Context: an optimization exercise on an open-source flow, tuned for small area, a short achievable clock period and few clock cycles per item. The choices shown serve that exercise and are no tape-out recipe.
The RTL was checked by simulation tests, not by an equivalence proof against the original design.

==> flow/design.v (outline; a module is shown in full before it is edited, if it fits) <==
// module triangle_setup: 2628 lines
module triangle_setup #(
  parameter int COORD_WIDTH   = 16,
  parameter int COEF_WIDTH    = 2*COORD_WIDTH+3,
  parameter int SCREEN_X_SIZE = 800,
  parameter int SCREEN_Y_SIZE = 600,
  parameter int CNT_WIDTH     = 16
) (
  input  logic                                    clk,
  input  logic                                    reset_n,
  input  logic                                    in_valid,
  output logic                                    in_ready,
  input  logic [2:0][1:0][COORD_WIDTH-1:0]        vertexes,
  input  logic [1:0]                              cull_mode,
  output logic                                    out_valid,
  input  logic                                    out_ready,
  output logic [2:0][COORD_WIDTH:0]               edge_a,
  output logic [2:0][COORD_WIDTH:0]               edge_b,
  output logic [2:0][COEF_WIDTH-1:0]              edge_c,
  output logic [COEF_WIDTH-1:0]                   area2,
  output logic [COORD_WIDTH-1:0]                  bbox_xmin,
  output logic [COORD_WIDTH-1:0]                  bbox_xmax,
  output logic [COORD_WIDTH-1:0]                  bbox_ymin,
  output logic [COORD_WIDTH-1:0]                  bbox_ymax,
  input  logic                                    stats_clr,
  output logic [CNT_WIDTH-1:0]                    cnt_in,
  output logic [CNT_WIDTH-1:0]                    cnt_out,
  output logic [CNT_WIDTH-1:0]                    cnt_culled,
  output logic                                    idle
);
  // ...
==> flow/run.sh <==
#!/bin/bash
# synth_recipe.tcl (not shown) runs the flow's synth.tcl, then flattens the netlist and writes it again
# the make line also repeats each setting of config.mk as NAME=value (left out here)
make -C /OpenROAD-flow-scripts/flow DESIGN_CONFIG=/design/flow/config.mk WORK_HOME=/design/flow/orfs CLKGATE_MAP_FILE= SYNTH_SCRIPT=/design/flow/synth_recipe.tcl finish
==> flow/config.mk <==
export PLATFORM = sky130hd
export DESIGN_NAME = triangle_setup
export DESIGN_NICKNAME = triangle_setup
export VERILOG_FILES = /design/flow/design.v
export SDC_FILE = /design/flow/constraint.sdc
export NUM_CORES = 4
export LEC_CHECK = 0
export CAP_MARGIN = 20
export CORE_MARGIN = 2
export CORE_UTILIZATION = 40
export SETUP_SLACK_MARGIN = 2
export SLEW_MARGIN = 20
==> flow/constraint.sdc <==
create_clock -name core_clock -period 8.5 [get_ports {clk}]
set_input_delay 1.7000 -clock core_clock [delete_from_list [all_inputs] [get_ports {clk}]]
set_output_delay 1.7000 -clock core_clock [all_outputs]
set_load 0.01 [all_outputs]
==> run summary, run 1 <==
Outcome:
- The flow ran to the end and the layout has no timing, DRC or antenna violations.

Clock tree:
- After clock tree synthesis, the clock-pin slew on the worst setup and hold paths is 0.07 ns.
- The number of sinks handled by clock tree synthesis is 413.
- In this run the deepest clock path goes through 3 buffers.
- The buffers inserted during post-CTS setup optimization is 414.

Setup path:
- Data on the critical path arrives at its endpoint at 7.47 ns.
- The cell class contributing the biggest share of worst-path delay is adder cells.
- For the worst flop-to-flop path, the logic depth is 25.

Detailed routing:
- For this block, the initial DRC count from the detailed router was 6320.
- The length of routed met2 wiring is 123000 microns.
- The detailed-routed wire length on met3 is 31000 microns.
- Wires add up to 276000 microns.
- In the final routed layout, each cell accounts on average for 28.3 microns.
- The detailed router used layers up to and including met5.

Synthesis:
- Among all flip-flop cells after synthesis, the most frequent one is edfxtp_1.
- For this run, the number of Yosys warnings is 1.
- The adder and majority cell fraction of the synthesized area is 0.293.
- After synthesis, the share of flip-flops with an asynchronous set or reset is 0.121.

Floorplan:
- The chip height is 402 microns.
- The core outline area is 157000 sq um.
- After floorplanning, the core was divided into 145 placement rows.
- For this floorplan the total number of well-tap instances is 2058.

Cells and area:
- The area used by multi-input combinational logic is 50100 sq um.
- The flip-flop count of the largest register after layout is 96.
- The synthesis-to-layout area growth is 29.4%.
- The total number of nets in the final design is 8787.
- The number of multi-input combinational cells in the layout is 5022.
- Leaving out fill and tap cells, the most frequent cell in the layout is xnor2_1.
- The count of cells in the finished layout, fillers not included, comes to 9724.
- Ranked by flip-flop count, first place goes to c_q.
- Counting the clock-network buffers in the layout gives 59.

GRT:
- The initial antenna violation count came to 17.
- The number of global-route vias before repair is 56900.
- The total overflow left after global routing is 0.

Timing:
- The worst hold slack after final layout is 0.423 ns.
- The relative slew slack is 0.131.

Place:
- Prior to clock tree synthesis, the placed netlist has a worst setup slack of 0.887 ns.

Run:
- Max-cap violations in this run came to 0.

Min path:
- The worst hold-check path type is flip-flop to flip-flop.
Testbench counts, summed over its fixed seeds: cycles 24,024, items 24,000.
==> run 2, diff against run 1 <==
--- a/flow/config.mk
+++ b/flow/config.mk
@@ -9,4 +9,4 @@
 export CORE_MARGIN = 2
 export CORE_UTILIZATION = 40
-export SETUP_SLACK_MARGIN = 2
+export SETUP_SLACK_MARGIN = 4
 export SLEW_MARGIN = 20
==> run summary, run 2 <==
Outcome:
- The run finished with no timing, DRC or antenna violations.

Clock tree:
- The clock transition at the registers of the reported paths was 0.07 ns (about the same).
- The CTS buffer count is 51.
- The maximum number of buffers from clock root to sink is 3 (unchanged).
- The later-pin clock latency in the skew report is 0.69 ns.
- After clock tree synthesis, the flow added hold-fix buffers numbering 0.
- TritonCTS built the clock tree.
- The number of sinks handled by clock tree synthesis came to 413 (unchanged).
- The H-tree depth is 2.
- The clock tree root driver cell is clkbuf_16.

GRT:
- The number of global-route vias before repair is 58900 (+3.5%).
- The global-route wire length before repair is 397000 microns.
- Across every metal layer, demand over resource in global routing totals 0.334.
- The total global routing overflow was 0 (unchanged).
- Entering global routing, the biggest net connects 121 pins.
- The initial antenna violation count is 18 (+1).

Timing:
- The slew at the pin with the worst max-slew slack is 1.23 ns.
- The smallest clock period supported by the final layout is computed as 7.21 ns.
- The fmax is 139 MHz.
- The total of endpoints with negative setup slack in the final report is 0.
- Of the available clock period, the critical path in the final layout requires 0.849.
- The relative slew slack was 0.175 (+0.0437).
- Setup repair after global routing could not meet its margin everywhere.
- The maximum clock skew at final layout is 0.0472 ns.
- The number of slew-limit violations in the final report is 0.
- The number of hold violations in the final report is 0.
- In the final timing run, aggregate negative setup slack is 0 ns.
- The worst hold slack after final layout is 0.425 ns (+0.00183 ns).

Setup path:
- The worst-case reg-to-reg path depth came to 24 (-4.0%).
- The setup check on the worst reg-to-reg path leaves a slack of 1.50 ns.
- In this run the worst setup path terminates at area2[29].
- The startpoint identified for the worst register-to-register timing path is yo_q[9]$_DFFE_PN_.
- The launch point of the critical path is c_q[33]$_DFFE_PN_.
- The endpoint arrival time on the critical path is 5.51 ns (-1.96 ns).
- The required time of the critical path is 6.80 ns.
- The capture point of the worst reg-to-reg path is c_q[31]$_DFFE_PN_.
- The critical path capture point type is a primary output.
- The startpoint type of the worst setup path is a flip-flop.
- The critical path is of the flip-flop to primary output type.
- In this run the worst path has a maximum fanout of 3.

Detailed routing:
- The routed length per instance is 29.0 microns (+2.4%).
- The count of nets left with antenna violations once routing finished came out at 0.
- The DRC violation total after the first TritonRoute iteration was 7005 (+11%).
- The total length of routed wires is 286000 microns (+3.8%).
- The number of optimization iterations in the first detailed-route pass is 8.
- Dividing the detail-routed via count by the number of cells gives 6.03.
- In the routed design, unresolved DRC markers number 0.
- The via count is 59500.

Synthesis:
- The number of instances in the synthesized netlist is 6762.
- Of the synthesized area, sequential elements account for 0.192.
- The share of flip-flops with an asynchronous set or reset is 0.121 (unchanged).
- The largest total area in the synthesized netlist belongs to fa_1.
- After synthesis, the netlist uses 87 different library cells.
- Averaged over all synthesized cells, the footprint is 9.35 sq um.
- The count of warnings emitted by yosys was 1 (unchanged).
- Counting instances in the post-synthesis netlist gives the leading cell types as xnor2_1, inv_1, a22oi_1.
- The dominant cell by count in the synthesized netlist is xnor2_1.
- By area the synthesized netlist is led by fa_1, edfxtp_1, xnor2_1.
- In the synthesized netlist the dominant register cell turns out to be edfxtp_1.
- The share of synthesized area in the top cell type comes to 0.219.
- In this run the cell area of the synthesized design comes to 63200 sq um.
- The synthesized design contains 363 enable-type register cells.
- The post-synthesis register bit count is 413.

Place:
- The half-perimeter wire length of the detailed placement result is 190000 microns.
- Routability-driven placement finished with a final weighted congestion of 1.02.
- The placed instances occupy a cell area of 70900 sq um.
- The number of buffers inserted by port buffering is 432.
- The count of placed standard cells including taps is 9010.

Cells and area:
- The synthesis-to-layout area growth is 36.6%.
- The library cells used most frequently in the layout, excluding fill and tap cells, are xnor2_1, inv_1, fa_1.
- The post-route non-filler standard cell count was 9856 (+1.4%).
- The total number of nets in the final design is 8916 (+1.5%).
- The flip-flop count of the largest register after layout is 96 (unchanged).
- c_q holds more flip-flops than any other register.
- The finished layout cell area is 86400 sq um.
- The most common cell after layout, fill and taps aside is xnor2_1.
- The fraction of final layout cells with drive strength greater than 1 is 0.297.
- The largest registers in the layout are c_q: 96 flops, a_q: 51 flops, b_q: 51 flops.

Floorplan:
- The chip height is 402 microns (unchanged).
- The number of placed I/O pins is 460.
- The floorplan step defined a die boundary enclosing 161000 sq um.
- The starting utilization of the core area is 0.404.
- The core outline area is 157000 sq um (unchanged).
- The number of placement rows is 145 (unchanged).
- In this run the horizontal extent of the chip is 402 microns.

Min path:
- The worst hold-check path type is flip-flop to flip-flop.

Run:
- The reported max-cap violation count was 0 (unchanged).
==> run 2: how the worst min path moves through the flow <==
| stage | from | end | slack, ns | cells after the start |
|---|---|---|---|---|
| 5_1_grt | cm1_q[1]$_DFFE_PN_ | cm2_q[1]$_DFFE_PN_ | 0.44 | 0 |
| 4_1_cts | cm1_q[1]$_DFFE_PN_ | cm2_q[1]$_DFFE_PN_ | 0.43 | 0 |
| 3_3_place_gp | cm1_q[0]$_DFFE_PN_ | cm2_q[0]$_DFFE_PN_ | 0.41 | 0 |
| 2_1_floorplan | cm1_q[0]$_DFFE_PN_ | cm2_q[0]$_DFFE_PN_ | 0.40 | 0 |
| 6_report | cm1_q[1]$_DFFE_PN_ | cm2_q[1]$_DFFE_PN_ | 0.42 | 0 |
| 3_5_place_dp | cm1_q[0]$_DFFE_PN_ | cm2_q[0]$_DFFE_PN_ | 0.42 | 0 |
==> run 2: cell families (layout without fill, tap and decap cells) <==
logic type | count (synthesis) | count (layout) | synth area share
fa+ha+maj | 1066 | 1066 | 0.293
xor+xnor | 1226 | 1226 | 0.170
compound gates | 1553 | 1557 | 0.166
flops | 413 | 413 | 0.192
buf+inv | 1355 | 2352 | 0.0831
mux | 77 | 77 | 0.0125
other cells | 1 | 36 | 0.0000593
simple gates | 1071 | 1071 | 0.0829
==> run 2: final cells by class <==
| class | instances | area, sq um |
|---|---|---|
| Clock inverter | 36 | 413 |
| Antenna cell | 9 | 22.5 |
| Multi-Input combinational cell | 5024 | 52700 |
| Tap cell | 2058 | 2570 |
| Clock buffer | 59 | 1330 |
| Inverter | 806 | 3090 |
| Fill cell | 13100 | 70200 |
| Timing Repair Buffer | 1451 | 14100 |
| Sequential cell | 413 | 12200 |
==> run 2: metal layers <==
metal | vias up | routed length (microns) | part of all wire | GRT usage
met2 | 4008 | 126000 | 0.44 | 0.514
met4 | 8 | 24700 | 0.086 | 0.227
met5 | - | 57 | 0.00020 | 0
met3 | 1199 | 35200 | 0.12 | 0.104
met1 | 29400 | 101000 | 0.35 | 0.399
li1 | 24900 | - | - | -
==> run 2: stage by stage <==
step           setup WS (ns)   util
3_5_place_dp           0.953  0.453
2_1_floorplan           2.10      -
3_3_place_gp            1.08  0.453
4_1_cts                 1.58  0.522
6_report                1.29  0.552
5_1_grt                 1.07  0.552
==> run 2: timing repair <==
item                                   in CTS  in global routing
cloned                                     33                  4
endpoints found under the hold margin       0                  0
resized for setup                        1911                716
setup endpoints to repair                 394                401
pin swaps                                 395                372
buffers inserted                          553                151
==> run 2: critical path, stage by stage, from the launching register on <==
cell and delay [ns]:
edfxtp_1 0.44, buf_6 0.15, fa_1 0.55, ha_4 0.15
inv_2 0.04, fa_2 0.35, xor2_1 0.30, nand3_1 0.27
a211oi_4 0.35, o2111ai_4 0.20, a2111oi_4 0.35, and3_4 0.28
and4bb_2 0.26, nand4_1 0.21, nor4_2 0.36, nand2_1 0.14
o21ai_2 0.15, xnor2_1 0.13, buf_2 0.15
==> run 3, diff against run 2 <==
--- a/flow/config.mk
+++ b/flow/config.mk
@@ -8,5 +8,4 @@
 export CAP_MARGIN = 20
 export CORE_MARGIN = 2
-export CORE_UTILIZATION = 40
-export SETUP_SLACK_MARGIN = 4
+export CORE_UTILIZATION = 30
 export SLEW_MARGIN = 20
==> run summary, run 3 <==
Setup path:
- Walking the worst path, the cells encountered are fa_1, ha_1, inv_1, fa_1, nor2b_1, o21a_1, o21ai_0, a211oi_1, o2111ai_1, a2111oi_1, and3_1, and4bb_2, nand4_1, nor4_1, nand2_1, o21ai_1, xnor2_1, clkdlybuf4s50_1.
- The kind of critical path is flip-flop to primary output.
- The capture point of the worst reg-to-reg path is c_q[95]$_DFFE_PN_.
- The startpoint type of the worst setup path is a flip-flop.
- Following the worst setup path forward leads to its endpoint at area2[29].
- The endpoint arrival time on the critical path is 6.35 ns (+0.84 ns).
- The launch point of the critical path is c_q[1]$_DFFE_PN_.
- Among the stages of the critical path, the cell type that occurs most often is fa_1.
- The delay of the slowest cell on the worst path is 0.58 ns (+0.03 ns).
- The slack of the worst reg-to-reg path is 0.53 ns (-0.97 ns).
- STA classifies the critical path endpoint as a primary output.
- The required time of the critical path is 6.80 ns (about the same).
- The startpoint identified for the worst register-to-register timing path is x_q[43]$_DFFE_PN_.
- The slowest stage cell on the critical path is fa_1.
- The worst-case reg-to-reg path depth is 27 (+13%).
- The largest driver fanout on the critical path is 5 (+2).

Clock tree:
- The maximum number of buffers from clock root to sink is 3 (unchanged).
- The number of sinks handled by clock tree synthesis came to 413 (unchanged).
- The CTS tree is built.
- The H-tree depth is 2 (unchanged).
- The number of hold buffers added after CTS came to 0 (unchanged).
- The later-pin clock latency in the skew report came to 0.73 ns (+0.04 ns).
- In this run the clock root is driven by a clkbuf_16.
- The CTS buffer count is 50 (-2.0%).
- The clock transition at the registers of the reported paths is 0.06 ns (about the same).

Synthesis:
- The area share of xor/xnor cells in the synthesized design is 0.170 (unchanged).
- The simple-gate share of the synthesized area is 0.0829 (unchanged).
- The register area share after synthesis is 0.192 (unchanged).
- By area the synthesized netlist is led by fa_1, edfxtp_1, xnor2_1.
- The post-synthesis register bit count is 413 (unchanged).
- The fraction of post-synthesis cell area in the top cell type by area is 0.219 (unchanged).
- By count the netlist is led by xnor2_1, inv_1, a22oi_1.
- The number of instances in the synthesized netlist is 6762 (unchanged).
- The most used flip-flop cell after synthesis is edfxtp_1.
- The count of warnings emitted by yosys is 1 (unchanged).
- The number of enable flip-flop cells after synthesis was 363 (unchanged).
- The most common cell in the synthesized netlist is xnor2_1.
- The average instance area after synthesis came to 9.35 sq um (unchanged).
- The share of flip-flops with an asynchronous set or reset is 0.121 (unchanged).
- The post-synthesis cell area is 63200 sq um (unchanged).
- The number of library cell types mapped by synthesis is 87 (unchanged).
- The combinational family with the most area after synthesis is adder cells.
- The area fraction in compound gates after synthesis is 0.166 (unchanged).
- The fraction of synthesized area in multiplexers is 0.0125 (unchanged).
- The adder and majority cell fraction of the synthesized area is 0.293 (unchanged).
- Summed over all instances, the cell type with the most area after synthesis is fa_1.

Cells and area:
- The fraction of final layout cells with drive strength greater than 1 came to 0.0680 (-0.229).
- The area used by multi-input combinational logic is 46000 sq um (-13%).
- The total number of nets in the final design is 8237 (-7.6%).
- The register with the most flip-flops in the final layout is c_q.
- The count of filler cells inserted in the layout is 21200 (+62%).
- Relative to the synthesized area, the layout overhead comes to 16.2%.
- The most common cell after layout, fill and taps aside is xnor2_1.
- The flip-flop count of the largest register after layout was 96 (unchanged).
- The core occupancy in the finished layout is 0.351 (-0.201).
- The footprint of the flip-flops and latches is 12200 sq um (unchanged).
- In the layout the commonest cells are xnor2_1, inv_1, a22oi_1.
- In the final layout, the registers with the most flip-flops are c_q: 96 flops, a_q: 51 flops, b_q: 51 flops.

GRT:
- The global-route wire length before repair is 373000 microns (-6.1%).
- The total global routing overflow is 0 (unchanged).
- The largest net degree at the start of global routing is 80 (-34%).
- The number of global-route vias before repair was 54200 (-7.9%).
- The initial antenna violation count is 26 (+8).
- The combined global-route utilization of all metal layers is 0.234 (-0.0995).

Floorplan:
- The core outline area is 210000 sq um (+34%).
- The number of placed I/O pins came to 460 (unchanged).
- The starting utilization of the core area is 0.302 (-0.102).
- The chip height is 463 microns (+15%).
- The die outline area is 214000 sq um (+33%).
- The width of the chip is 463 microns (+15%).
- The number of placement rows is 168 (+16%).

Timing:
- The number of hold violations in the final report is 0 (unchanged).
- Setup repair after global routing left no endpoint under its margin.
- The total of endpoints with negative setup slack in the final report is 0 (unchanged).
- The slack of the critical path came to 0.448 ns (-0.838 ns).
- The worst hold slack after final layout is 0.421 ns (-0.00438 ns).
- The maximum clock skew at final layout is 0.0960 ns (+0.0488 ns).
- The number of slew-limit violations in the final report is 0 (unchanged).
- The shortest period the worst path allows was 8.05 ns (+0.838 ns).
- The fmax is 124 MHz (-10%).
- The relative slew slack was 0.175 (-0.000499).
- The summed negative setup slack over all endpoints is 0 ns (unchanged).
- The portion of the clock cycle consumed by the worst path in the final layout is 0.947 (+0.0986).
- The slew at the pin with the worst max-slew slack was 1.23 ns (-0.00482 ns).

Place:
- The setup slack at placement was 0.777 ns (-0.176 ns).
- The final weighted congestion of routability-driven global placement was 1.02 (+0.32%).
- The half-perimeter wire length of the detailed placement result was 204000 microns (+7.3%).
- The number of buffers inserted by port buffering is 432 (unchanged).

Detailed routing:
- The routed length per instance is 26.3 microns (-9.5%).
- The number of optimization iterations in the first detailed-route pass is 6 (-2).
- The residual antenna-violating net count after detailed routing is 0 (unchanged).
- The total length of routed wires is 260000 microns (-9.0%).
- The via count was 54200 (-8.8%).
- The DRC violation total after the first TritonRoute iteration is 6474 (-7.6%).
- The vias per cell is 5.47 (-9.4%).
- The detailed-route DRC error count is 0 (unchanged).

Run:
- The reported max-cap violation count was 0 (unchanged).

Min path:
- The worst hold-check path type is flip-flop to flip-flop.

Outcome:
- The run finished with no timing, DRC or antenna violations.
run 3: cell counts after synthesis:
Identical to the previous run, type by type.
run 3: cell type report:
cell class / instances / share of cell area
clock buffer: 61 / 0.0179
multi-input combinational: 5020 / 0.626
clock inverter: 28 / 0.00473
antenna: 9 / 0.000306
timing repair buffer: 777 / 0.0972
sequential: 413 / 0.165
tap: 2805 / 0.0478
inverter: 806 / 0.0412
run 3: cell families after synthesis:
family	Yosys count
compound gates	1553
xor+xnor	1226
fa+ha+maj	1066
buf+inv	1355
flops	413
mux	77
other cells	1
simple gates	1071
run 3: worst max-delay path, delay by kind of cell, from the launching register on:
family	cells	cell delay (ns)
AO/OA/AOI/OAI	6	1.63
XOR/XNOR	1	0.17
adder cells (fa/ha/maj)	3	1.18
buffers and inverters	2	0.65
flip-flops	1	0.51
AND/OR/NAND/NOR	6	1.56
run 3: worst min path at each step:
stage                       start                  to  slack [ns]  depth (start not counted)
2_1_floorplan  cm1_q[0]$_DFFE_PN_  cm2_q[0]$_DFFE_PN_        0.40                          0
3_3_place_gp   cm1_q[1]$_DFFE_PN_  cm2_q[1]$_DFFE_PN_        0.40                          0
3_5_place_dp   cm1_q[0]$_DFFE_PN_  cm2_q[0]$_DFFE_PN_        0.41                          0
4_1_cts        cm1_q[0]$_DFFE_PN_  cm2_q[0]$_DFFE_PN_        0.42                          0
5_1_grt        cm1_q[0]$_DFFE_PN_  cm2_q[0]$_DFFE_PN_        0.43                          0
6_report       cm1_q[0]$_DFFE_PN_  cm2_q[0]$_DFFE_PN_        0.42                          0
run 3: metal layers:
layer	wire length, microns	track usage	part of all wire
met2	113000	0.362	0.43
met3	28300	0.0565	0.11
met5	160	0	0.00061
met4	18500	0.140	0.071
met1	100000	0.295	0.38
run 3: through the flow:
stage / cells / instance area (sq um)
global route: 9916 / 73500
global placement: 9816 / 71700
finish: 9919 / 73500
detailed placement: 9816 / 71700
CTS: 9905 / 73400
floorplan: 6788 / 63300
run 3: what timing repair did:
| action | CTS | global route |
|---|---|---|
| setup endpoints to repair | 0 | 24 |
| resized for setup | 0 | 1 |
| buffers inserted | 0 | 5 |
| endpoints found under the hold margin | 0 | 0 |

==> re-timing with driven ports <==
No port has a modelled driver above. Below, the same layouts with a new extraction and two added sets of constraints.
Step 1 (the two cells are an assumption about what drives the block):
set clk [get_ports {clk}]
set_driving_cell -lib_cell sky130_fd_sc_hd__clkbuf_16 $clk
set_driving_cell -lib_cell sky130_fd_sc_hd__buf_2 [delete_from_list [all_inputs] $clk]
Step 2 times the ports against the registers' clock, not the clock port: input delays grow and output delays shrink by t, the midpoint of the rising clock arrivals with the driver on.
Slacks: ideal / step 1 / step 2; pairs: ideal / step 1.
run | t (ns) | slack for setup (ns) | slew at the worst register clock pin (ns)
run 1 | 0.752 | 1.425 / 1.378 / 1.425 | 0.07 / 0.07
run 2 | 0.742 | 1.286 / 1.209 / 1.501 | 0.07 / 0.07
run 3 | 0.763 | 0.448 / 0.364 / 0.532 | 0.08 / 0.08
After both steps setup and hold are still met in every run listed.
